This design comes from an exercise in tuning for small area, a short achievable clock period and few clock cycles per item on the open sky130 flow, not from production work. The RTL was checked by simulation tests, not by an equivalence proof against the original design. Power is estimated from default activity; no workload was simulated.

$ cat flow/design.v
`default_nettype none
package cnnPkg;
    typedef logic [7:0]        pixel_t;             
    typedef logic signed [7:0] coeff_t;
    typedef coeff_t [9-1:0] kernel_t;    
    typedef logic [15:0] convOut_t;                 
    typedef logic [15:0] feature_t;
    typedef feature_t [4-1:0] featureVec_t;   
    typedef struct packed {
        coeff_t [4-1:0] weight;
        logic signed [15:0]         bias;
    } fcCfg_t;
    typedef logic signed [31:0] score_t;
    typedef struct packed {
        logic       vsync;
        logic       href;
        logic [7:0] data;
    } camBus_t;
    typedef struct packed {
        logic                    wr;
        logic [6-1:0] addr;
        pixel_t                  data;
    } pixWr_t;
endpackage
`default_nettype wire
`timescale 1ns/10ps
`default_nettype none
module camCapture (
    input  wire          i_clk100,
    input  wire          i_rstN,
    input  wire cnnPkg::camBus_t i_cam,
    input  wire          i_arm,
    output cnnPkg::pixWr_t       o_pixWr,
    output logic         o_frameDone
);
    logic                    armed;
    logic                    inFrame;       
    logic                    phase;         
    logic [6-1:0] wrAddr;
    cnnPkg::pixel_t                  firstByte;
    logic                    takeByte;
    assign takeByte = armed && inFrame && i_cam.href;
    always_ff @(posedge i_clk100 or negedge i_rstN) begin
        if (!i_rstN) begin
            armed       <= 1'b0;
            inFrame     <= 1'b0;
            phase       <= 1'b0;
            wrAddr      <= '0;
            o_pixWr     <= '0;
            o_frameDone <= 1'b0;
        end else begin
            o_pixWr.wr  <= 1'b0;
            o_frameDone <= 1'b0;
            if (i_arm) begin
                armed   <= 1'b1;
                inFrame <= 1'b0;
                phase   <= 1'b0;
                wrAddr  <= '0;
            end else if (armed && !inFrame) begin
                inFrame <= i_cam.vsync;                   
            end else if (takeByte) begin
                phase <= ~phase;
                if (phase) begin                          
                    o_pixWr.wr   <= 1'b1;
                    o_pixWr.addr <= wrAddr;
                    o_pixWr.data <= firstByte;
                    wrAddr       <= wrAddr + 1'b1;
                    if (wrAddr == ((8 * 8) - 1)) begin
                        armed       <= 1'b0;              
                        o_frameDone <= 1'b1;
                    end
                end
            end
        end
    end
    always_ff @(posedge i_clk100) begin
        if (takeByte && !phase)
            firstByte <= i_cam.data;                      
    end
endmodule
`default_nettype wire
`timescale 1ns/10ps
`default_nettype none
module tileRam (
    input  wire                    i_clk100,
    input  wire cnnPkg::pixWr_t            i_pixWr,
    input  wire [6-1:0] i_rdAddr,
    output cnnPkg::pixel_t                 o_rdData
);
    cnnPkg::pixel_t mem [(8 * 8)];
    always_ff @(posedge i_clk100) begin
        if (i_pixWr.wr)
            mem[i_pixWr.addr] <= i_pixWr.data;
        o_rdData <= mem[i_rdAddr];                        
    end
endmodule
`default_nettype wire
`timescale 1ns/10ps
`default_nettype none
module convEngine (
    input  wire                      i_clk100,
    input  wire                      i_rstN,
    input  wire                      i_start,
    input  wire cnnPkg::kernel_t             i_kernel,
    input  wire cnnPkg::pixel_t              i_rdData,
    output logic [6-1:0]  o_rdAddr,
    output logic                     o_resValid,
    output logic [6-1:0]  o_resPos,
    output cnnPkg::convOut_t                 o_res,
    output logic                     o_done
);
    localparam logic [3:0] LAST_PHASE = 4'd9;             
    logic                    running;
    logic [6-1:0] pos;
    logic [3:0]              phase;
    logic                    active;
    logic                    lastPhase;
    logic [1:0]              tapRow;
    logic [1:0]              tapCol;
    logic [4:0]              nRow;
    logic [4:0]              nCol;
    logic                    padded;
    logic                    accEn;
    logic                    tapPad;
    cnnPkg::coeff_t                  tapW;
    logic signed [16:0]      product;
    logic signed [19:0]      acc;
    logic signed [19:0]      sum;
    cnnPkg::convOut_t                clipped;
    logic [8*9-1:0] kernelBits;             
    assign kernelBits = i_kernel;
    assign active    = running || i_start;                
    assign lastPhase = running && (phase == LAST_PHASE);
    always_comb begin
        tapRow = 2'(phase / 4'd3);
        tapCol = 2'(phase % 4'd3);
        nRow   = {2'b00, pos[5:3]} + {3'b000, tapRow} - 5'd1;    
        nCol   = {2'b00, pos[2:0]} + {3'b000, tapCol} - 5'd1;
    end
    assign padded   = nRow[4] | nRow[3] | nCol[4] | nCol[3];    
    assign o_rdAddr = {nRow[2:0], nCol[2:0]};
    assign product = $signed({1'b0, i_rdData}) * tapW;
    assign sum     = acc + ((accEn && !tapPad) ? 20'(product) : 20'sd0);
    always_comb begin
        if (sum[19])
            clipped = '0;                                 
        else if (|sum[18:16])
            clipped = 16'hFFFF;                           
        else
            clipped = sum[15:0];
    end
    always_ff @(posedge i_clk100 or negedge i_rstN) begin
        if (!i_rstN) begin
            running    <= 1'b0;
            pos        <= '0;
            phase      <= '0;
            accEn      <= 1'b0;
            acc        <= '0;
            o_resValid <= 1'b0;
            o_done     <= 1'b0;
        end else begin
            accEn      <= active && (phase != LAST_PHASE);
            o_resValid <= lastPhase;
            o_done     <= lastPhase && (pos == ((8 * 8) - 1));
            if (i_start)
                running <= 1'b1;
            if (active) begin
                if (phase == LAST_PHASE) begin
                    phase <= '0;
                    pos   <= pos + 1'b1;
                    acc   <= '0;                          
                    if (pos == ((8 * 8) - 1))
                        running <= 1'b0;
                end else begin
                    phase <= phase + 1'b1;
                    acc   <= sum;
                end
            end
        end
    end
    always_ff @(posedge i_clk100) begin
        if (active && (phase != LAST_PHASE)) begin
            tapPad <= padded;                             
            tapW   <= kernelBits[8*phase +: 8];
        end
        if (lastPhase) begin
            o_res    <= clipped;
            o_resPos <= pos;
        end
    end
endmodule
`default_nettype wire
`timescale 1ns/10ps
`default_nettype none
module poolAverage (
    input  wire                    i_clk100,
    input  wire                    i_rstN,
    input  wire                    i_clear,
    input  wire                    i_resValid,
    input  wire [6-1:0] i_resPos,
    input  wire cnnPkg::convOut_t          i_res,
    output cnnPkg::featureVec_t            o_features
);
    logic [19:0] sums [4];
    logic [1:0]  quad;
    assign quad = {i_resPos[5], i_resPos[2]};             
    always_ff @(posedge i_clk100 or negedge i_rstN) begin
        if (!i_rstN) begin
            for (int q = 0; q < 4; q++)
                sums[q] <= '0;
        end else if (i_clear) begin
            for (int q = 0; q < 4; q++)
                sums[q] <= '0;                            
        end else if (i_resValid) begin
            sums[quad] <= sums[quad] + 20'(i_res);
        end
    end
    assign o_features = {16'(sums[3] >> 4), 16'(sums[2] >> 4),
                         16'(sums[1] >> 4), 16'(sums[0] >> 4)};
endmodule
`default_nettype wire
`timescale 1ns/10ps
`default_nettype none
module fullyConnected (
    input  wire              i_clk100,
    input  wire              i_rstN,
    input  wire              i_start,
    input  wire cnnPkg::featureVec_t i_features,
    input  wire cnnPkg::fcCfg_t      i_fc,
    output cnnPkg::score_t           o_score,
    output logic             o_led,
    output logic             o_done
);
    logic               running;
    logic [1:0]         idx;                              
    cnnPkg::score_t             acc;
    cnnPkg::score_t             sum;
    logic signed [24:0] product;
    logic [31:0]        weightBits;                   
    logic [63:0]        featureBits;                  
    assign weightBits  = i_fc.weight;
    assign featureBits = i_features;
    assign product = $signed(weightBits[8*idx +: 8]) * $signed({1'b0, featureBits[16*idx +: 16]});
    assign sum     = acc + product;
    always_ff @(posedge i_clk100 or negedge i_rstN) begin
        if (!i_rstN) begin
            running <= 1'b0;
            idx     <= '0;
            acc     <= '0;
            o_score <= '0;
            o_led   <= 1'b0;
            o_done  <= 1'b0;
        end else begin
            o_done <= 1'b0;
            if (i_start) begin
                running <= 1'b1;
                idx     <= '0;
                acc     <= 32'($signed(i_fc.bias));           
            end else if (running) begin
                idx <= idx + 1'b1;
                acc <= sum;
                if (idx == 2'd3) begin
                    running <= 1'b0;
                    o_score <= sum;
                    o_led   <= sum[31];                   
                    o_done  <= 1'b1;
                end
            end
        end
    end
endmodule
`default_nettype wire
`timescale 1ns/10ps
`default_nettype none
module weightRegs (
    input  wire                   i_clk100,
    input  wire                   i_rstN,
    input  wire                   i_cfgWr,
    input  wire [4-1:0] i_cfgAddr,
    input  wire [15:0]            i_cfgData,
    output cnnPkg::kernel_t               o_kernel,
    output cnnPkg::fcCfg_t                o_fc
);
    logic [1:0]                 fcIdx;
    logic [8*9-1:0]  kernelBits;          
    logic [31:0]                weightBits;          
    logic [15:0]                biasBits;
    assign fcIdx    = 2'(i_cfgAddr - 9);      
    assign o_kernel = kernelBits;
    assign o_fc     = {weightBits, biasBits};
    always_ff @(posedge i_clk100 or negedge i_rstN) begin
        if (!i_rstN) begin
            kernelBits <= '0;
            weightBits <= '0;
            biasBits   <= '0;
        end else if (i_cfgWr) begin
            if (i_cfgAddr < 9) begin
                for (int t = 0; t < 9; t++)
                    if (i_cfgAddr == t)
                        kernelBits[8*t +: 8] <= i_cfgData[7:0];
            end else if (i_cfgAddr < 13) begin
                for (int w = 0; w < 4; w++)
                    if (fcIdx == w)
                        weightBits[8*w +: 8] <= i_cfgData[7:0];
            end else if (i_cfgAddr == 13)
                biasBits <= i_cfgData;
        end
    end
endmodule
`default_nettype wire
`timescale 1ns/10ps
`default_nettype none
module masterControl (
    input  wire  i_clk100,
    input  wire  i_rstN,
    input  wire  i_start,
    input  wire  i_frameDone,
    input  wire  i_convDone,
    input  wire  i_fcDone,
    output logic o_arm,
    output logic o_convStart,
    output logic o_fcStart,
    output logic o_busy,
    output logic o_done
);
    typedef enum logic [2:0] {IDLE, CAPTURE, CONV, SETTLE, SCORE} state_t;
    state_t state;
    always_ff @(posedge i_clk100 or negedge i_rstN) begin
        if (!i_rstN) begin
            state       <= IDLE;
            o_arm       <= 1'b0;
            o_convStart <= 1'b0;
            o_fcStart   <= 1'b0;
        end else begin
            o_arm       <= 1'b0;
            o_convStart <= 1'b0;
            o_fcStart   <= 1'b0;
            case (state)
                IDLE: if (i_start) begin                  
                    state <= CAPTURE;
                    o_arm <= 1'b1;
                end
                CAPTURE: if (i_frameDone) begin
                    state       <= CONV;
                    o_convStart <= 1'b1;
                end
                CONV: if (i_convDone)
                    state <= SETTLE;
                SETTLE: begin                             
                    state     <= SCORE;
                    o_fcStart <= 1'b1;
                end
                SCORE: if (i_fcDone)
                    state <= IDLE;
                default: state <= IDLE;
            endcase
        end
    end
    assign o_busy = (state != IDLE);
    assign o_done = (state == SCORE) && i_fcDone;         
endmodule
`default_nettype wire
`timescale 1ns/10ps
`default_nettype none
module classifierTop (
    input  wire                   i_clk100,
    input  wire                   i_rstN,
    input  wire cnnPkg::camBus_t          i_cam,
    input  wire                   i_start,
    input  wire                   i_cfgWr,
    input  wire [4-1:0] i_cfgAddr,
    input  wire [15:0]            i_cfgData,
    output logic                  o_busy,
    output logic                  o_done,
    output cnnPkg::score_t                o_score,
    output logic                  o_led
);
    cnnPkg::pixWr_t                  pixWr;
    cnnPkg::pixel_t                  rdData;
    logic [6-1:0] rdAddr;
    logic [6-1:0] resPos;
    logic                    resValid;
    cnnPkg::convOut_t                res;
    cnnPkg::featureVec_t             features;
    cnnPkg::kernel_t                 kernel;
    cnnPkg::fcCfg_t                  fcCfg;
    logic                    arm, frameDone;
    logic                    convStart, convDone;
    logic                    fcStart, fcDone;
    camCapture camCaptureBlock (
        .i_clk100(i_clk100),
        .i_rstN(i_rstN),
        .i_cam(i_cam),
        .i_arm(arm),
        .o_pixWr(pixWr),
        .o_frameDone(frameDone)
    );
    tileRam tileRamBlock (
        .i_clk100(i_clk100),
        .i_pixWr(pixWr),
        .i_rdAddr(rdAddr),
        .o_rdData(rdData)
    );
    convEngine convEngineBlock (
        .i_clk100(i_clk100),
        .i_rstN(i_rstN),
        .i_start(convStart),
        .i_kernel(kernel),
        .i_rdData(rdData),
        .o_rdAddr(rdAddr),
        .o_resValid(resValid),
        .o_resPos(resPos),
        .o_res(res),
        .o_done(convDone)
    );
    poolAverage poolAverageBlock (
        .i_clk100(i_clk100),
        .i_rstN(i_rstN),
        .i_clear(convStart),                              
        .i_resValid(resValid),
        .i_resPos(resPos),
        .i_res(res),
        .o_features(features)
    );
    fullyConnected fullyConnectedBlock (
        .i_clk100(i_clk100),
        .i_rstN(i_rstN),
        .i_start(fcStart),
        .i_features(features),
        .i_fc(fcCfg),
        .o_score(o_score),
        .o_led(o_led),
        .o_done(fcDone)
    );
    weightRegs weightRegsBlock (
        .i_clk100(i_clk100),
        .i_rstN(i_rstN),
        .i_cfgWr(i_cfgWr),
        .i_cfgAddr(i_cfgAddr),
        .i_cfgData(i_cfgData),
        .o_kernel(kernel),
        .o_fc(fcCfg)
    );
    masterControl masterControlBlock (
        .i_clk100(i_clk100),
        .i_rstN(i_rstN),
        .i_start(i_start),
        .i_frameDone(frameDone),
        .i_convDone(convDone),
        .i_fcDone(fcDone),
        .o_arm(arm),
        .o_convStart(convStart),
        .o_fcStart(fcStart),
        .o_busy(o_busy),
        .o_done(o_done)
    );
endmodule
`default_nettype wire
$ cat flow/run.sh
#!/bin/bash
# synth_recipe.tcl (not shown) runs the flow's synth.tcl, then flattens the netlist and writes it again
# the make line also repeats each setting of config.mk as NAME=value (left out here)
make -C /OpenROAD-flow-scripts/flow DESIGN_CONFIG=/design/flow/config.mk WORK_HOME=/design/flow/orfs CLKGATE_MAP_FILE= SYNTH_SCRIPT=/design/flow/synth_recipe.tcl finish
$ cat flow/config.mk
export PLATFORM = sky130hd
export DESIGN_NAME = classifierTop
export DESIGN_NICKNAME = classifierTop
export VERILOG_FILES = /design/flow/design.v
export SDC_FILE = /design/flow/constraint.sdc
export NUM_CORES = 4
export LEC_CHECK = 0
export CAP_MARGIN = 20
export CORE_MARGIN = 2
export CORE_UTILIZATION = 40
export SLEW_MARGIN = 20
$ cat flow/constraint.sdc
create_clock -name core_clock -period 10.0 [get_ports {i_clk100}]
set_input_delay 2.0000 -clock core_clock [delete_from_list [all_inputs] [get_ports {i_clk100}]]
set_output_delay 2.0000 -clock core_clock [all_outputs]
set_load 0.01 [all_outputs]
==> run notes <==
[critical path: stages, from the launching register on]
cell      delay [ns]
edfxtp_1        0.44
inv_1           0.22
nor2_1          0.09
fa_1            0.51
fa_1            0.52
fa_1            0.54
inv_1           0.05
fa_1            0.53
inv_1           0.04
ha_1            0.21
or3_1           0.39
o211ai_1        0.21
nand2b_1        0.11
a21o_1          0.19
a21oi_1         0.18
xor2_1          0.16
nor2_1          0.07
ha_1            0.41
o211a_1         0.21
nor3b_1         0.18
nand3_1         0.12
a31oi_1         0.26
o22ai_1         0.14
xor2_2          0.19
xnor2_2         0.72
o21ba_1         0.24
[cells by family after synthesis]
family                   Yosys count
flip-flops                       888
XOR/XNOR                          89
AO/OA/AOI/OAI                    487
AND/OR/NAND/NOR                 1407
multiplexers                     260
adder cells (fa/ha/maj)          330
buffers and inverters            407
[worst min-delay path by stage]
stage	startpoint	cells after the start	endpoint	slack (ns)
floorplan	convEngineBlock.pos[2]	0	convEngineBlock.o_resPos[2]	0.42
global placement	poolAverageBlock.sums[1][3]	2	poolAverageBlock.sums[1][3]	0.46
detailed placement	camCaptureBlock.firstByte[5]	1	camCaptureBlock.o_pixWr[5]	0.46
CTS	weightRegsBlock.biasBits[6]	2	fullyConnectedBlock.acc[6]	0.48
global route	camCaptureBlock.firstByte[7]	1	camCaptureBlock.o_pixWr[7]	0.49
finish	weightRegsBlock.biasBits[6]	2	fullyConnectedBlock.acc[6]	0.47
[cell type report]
type	instances	area (µm²)	share of cell area, %
diodes	1	2.50	0.00492
clock buffers	138	2610	5.12
clock inverters	29	417	0.819
inverters	208	781	1.53
multi-input cells	2573	19200	37.8
flip-flops and latches	888	24900	49.0
well taps	1500	1880	3.69
repair buffers	105	1030	2.03
[power by group]
group / total, mW / leakage [nW] / internal (mW) / switching (mW)
Combinational: 0.906 / 9.52 / 0.288 / 0.619
Clock: 3.43 / 1.44 / 1.95 / 1.48
Sequential: 4.59 / 9.43 / 4.41 / 0.188
[state kept, by name, summed over array words and instances, names as in the netlist, 15 cells and up]
signal,flops
camCaptureBlock.o_pixWr,15
convEngineBlock.acc,20
convEngineBlock.o_res,16
fullyConnectedBlock.acc,32
fullyConnectedBlock.o_score,31
poolAverageBlock.sums,80
tileRamBlock.mem,512
weightRegsBlock.biasBits,16
weightRegsBlock.kernelBits,72
weightRegsBlock.weightBits,32
[routing by layer]
| layer | vias to the layer above | track usage [%] | wire (µm) |
|---|---|---|---|
| li1 | 13600 | - | - |
| met2 | 610 | 31.7 | 53200 |
| met4 | 4 | 5.85 | 3090 |
| met3 | 180 | 2.39 | 4480 |
| met1 | 14300 | 25.5 | 48200 |
| met5 | - | 0 | 21 |
[per-stage QoR]
step / hold WS [ns] / cell area, µm² / total power [mW] / worst slack (ns)
after global placement: 0.458 / 47800 / 5.56 / 2.88
final: 0.473 / 50900 / 8.93 / 2.80
after CTS: 0.476 / 50800 / 9.01 / 2.76
after floorplan: 0.420 / 45600 / 5.14 / 3.51
after global routing: 0.486 / 50900 / 9.27 / 2.30
after detailed placement: 0.464 / 47800 / 5.59 / 2.79
[placed cells by master (no fill, tap or decap), types with 34 or more instances in the layout]
master,n
inv_1,208
and2_1,99
mux4_2,60
nand2b_1,39
a21oi_1,82
dfrtp_1,323
xor2_1,36
ha_1,182
nand4_1,68
mux2_2,156
xnor2_1,48
edfxtp_1,547
o31ai_1,38
clkbuf_16,93
a31oi_1,80
nand3_1,186
clkdlybuf4s50_1,67
fa_1,148
mux2i_1,44
nor2_1,182
clkbuf_1,34
o21ai_0,118
nand2_1,721
==> results.sh <==
export IMPL_drtAntennaViolNets=0
export IMPL_cp_start_kind="flip-flop"
export IMPL_initial_core_util_pct=40.5
export IMPL_antenna_found_initial=3
export IMPL_cts_resized=0
export IMPL_cp_endpoint="convEngineBlock.o_res[9]"
export IMPL_synth_compound_gate_area_share_pct=6.98
export IMPL_arrival_ns=7.59
export IMPL_drt_initial_drc_count=2202
export IMPL_core_um2=113000
export IMPL_fin_crit_ns=7.20
export IMPL_syn_area_um2=45600
export IMPL_r2r_slack_ns=2.80
export IMPL_hold_viol_final=0
export IMPL_gr_total_overflow=0
export IMPL_instances_no_fill=5442
export IMPL_yosysWarnings=8
export IMPL_worstPathRequired_ns=10.38
export IMPL_synth_top_family_by_area="simple AND/OR/NAND/NOR gates"
export IMPL_synthFlopType="edfxtp_1"
export IMPL_tightest_slew_ns=1.02
export IMPL_path_class="reg2reg"
export IMPL_grt_pass1_wl_um=173000
export IMPL_skew_ns=0.0533
export IMPL_period_share_pct=72.0
export IMPL_vias=28800
export IMPL_synth_cell_types=83
export IMPL_die_y_um=342
export IMPL_die_w_um=342
export IMPL_synth_mux_area_fraction_pct=7.77
export IMPL_yosysMostFrequentCell="nand2_1"
export IMPL_final_setup_tns_ns=0
export IMPL_layout_drive_gt1_share_pct=11.4
export IMPL_reg2reg_to="convEngineBlock.o_res[9]"
export IMPL_cts_tree="built"
export IMPL_ys_ff_latch=888
export IMPL_detail_route_wl_per_cell_um=20.0
export IMPL_die_area_um2=117000
export IMPL_setup_viol=0
export IMPL_synth_seq_area_share_pct=54.6
export IMPL_r2r_cells=25
export IMPL_fmax_mhz=139
export IMPL_outcome="no timing/DRC/antenna violations"
export IMPL_slew_viol_final=0
export IMPL_syn_nets=4232
export IMPL_finalWeightedCongestion=0.826
export IMPL_placed_cells=5273
export IMPL_numCtsBuffers=92
export IMPL_slew_headroom_pct=31.9
export IMPL_crit_path_start="convEngineBlock.tapW[7]"
export IMPL_routed_via_density=5.29
export IMPL_synthAdderAreaFrac_pct=11.5
export IMPL_final_core_util_pct=45.1
export IMPL_syn_avg_cell_area_um2=11.8
export IMPL_ctsHoldBuffers=0
export IMPL_path_clk_slew_ns=0.06
export IMPL_ys_top_cells_by_area="edfxtp_1, dfrtp_1, fa_1"
export IMPL_wl_um=109000
export IMPL_synthCells=3868
export IMPL_hp_class="reg2reg"
export IMPL_yosys_area_top_type_share_pct=36.0
export IMPL_critical_path_max_fanout=16
export IMPL_nets=4232
export IMPL_synth_largest_area_cell="edfxtp_1"
export IMPL_synth_edf_count=547
export IMPL_clock_sinks=888
export IMPL_grt_usage_pct=18.9
export IMPL_power_density_nw_per_um2=176
export IMPL_fillers=10200
export IMPL_cts_max_path_buffers=3
export IMPL_drc_errors=0
export IMPL_maxCapViolCount=0
export IMPL_async_reset_ff_share_pct=37.5
export IMPL_r2r_start="convEngineBlock.tapW[7]"
export IMPL_cts_root_buf="clkbuf_16"
export IMPL_htreeDepth=3
export IMPL_rows=123
export IMPL_grt_pass1_vias=29400
export IMPL_dp_hpwl_um=70300
export IMPL_area_delta_synth_final_pct=11.4
export IMPL_cts_setup_buffers=0
export IMPL_grt_max_degree=198
export IMPL_drt_pass1_iter_count=5
export IMPL_leakage_nw=20.4
export IMPL_ir_drop_v=0.000156
export IMPL_place_port_buffers=68
export IMPL_synthTopCellsByCount="nand2_1, edfxtp_1, dfrtp_1, inv_1, nor2_1"
export IMPL_synth_simple_area_share_pct=13.9
export IMPL_crit_path_end_kind="flip-flop"
export IMPL_rsz0062_at_grt="no"
export IMPL_clock_latency_ns=0.68
export IMPL_synth_xor_area_share_pct=1.77
export IMPL_ios=69
Testbench counts, summed over its fixed seeds: cycles 158,351, tiles 192.

static timing again, ports no longer ideal:
In the flow no input, the clock included, has a driving cell. The finished layout below was timed again as built, in two steps. Step 1, drivers: a clkbuf_16 drives i_clk100 and a buf_2 each remaining input, both assumed. Step 2 moves the port delays by t, midway between the first and last clock arrival at a register: inputs arrive t later, outputs are due t later. That takes back most of the time a late clock gives input paths. a / b / c = no drivers / after step 1 / after step 2; a / b = the first two.
shift t [ns]: 0.731
slack for setup (ns): 2.796 / 2.796 / 2.796
worst data-port slew with drivers (ns): 0.17
After both steps setup and hold are still met in this run. The setup slack of this run moves by 0.000 ns with the drivers and by 0.000 ns with both steps.
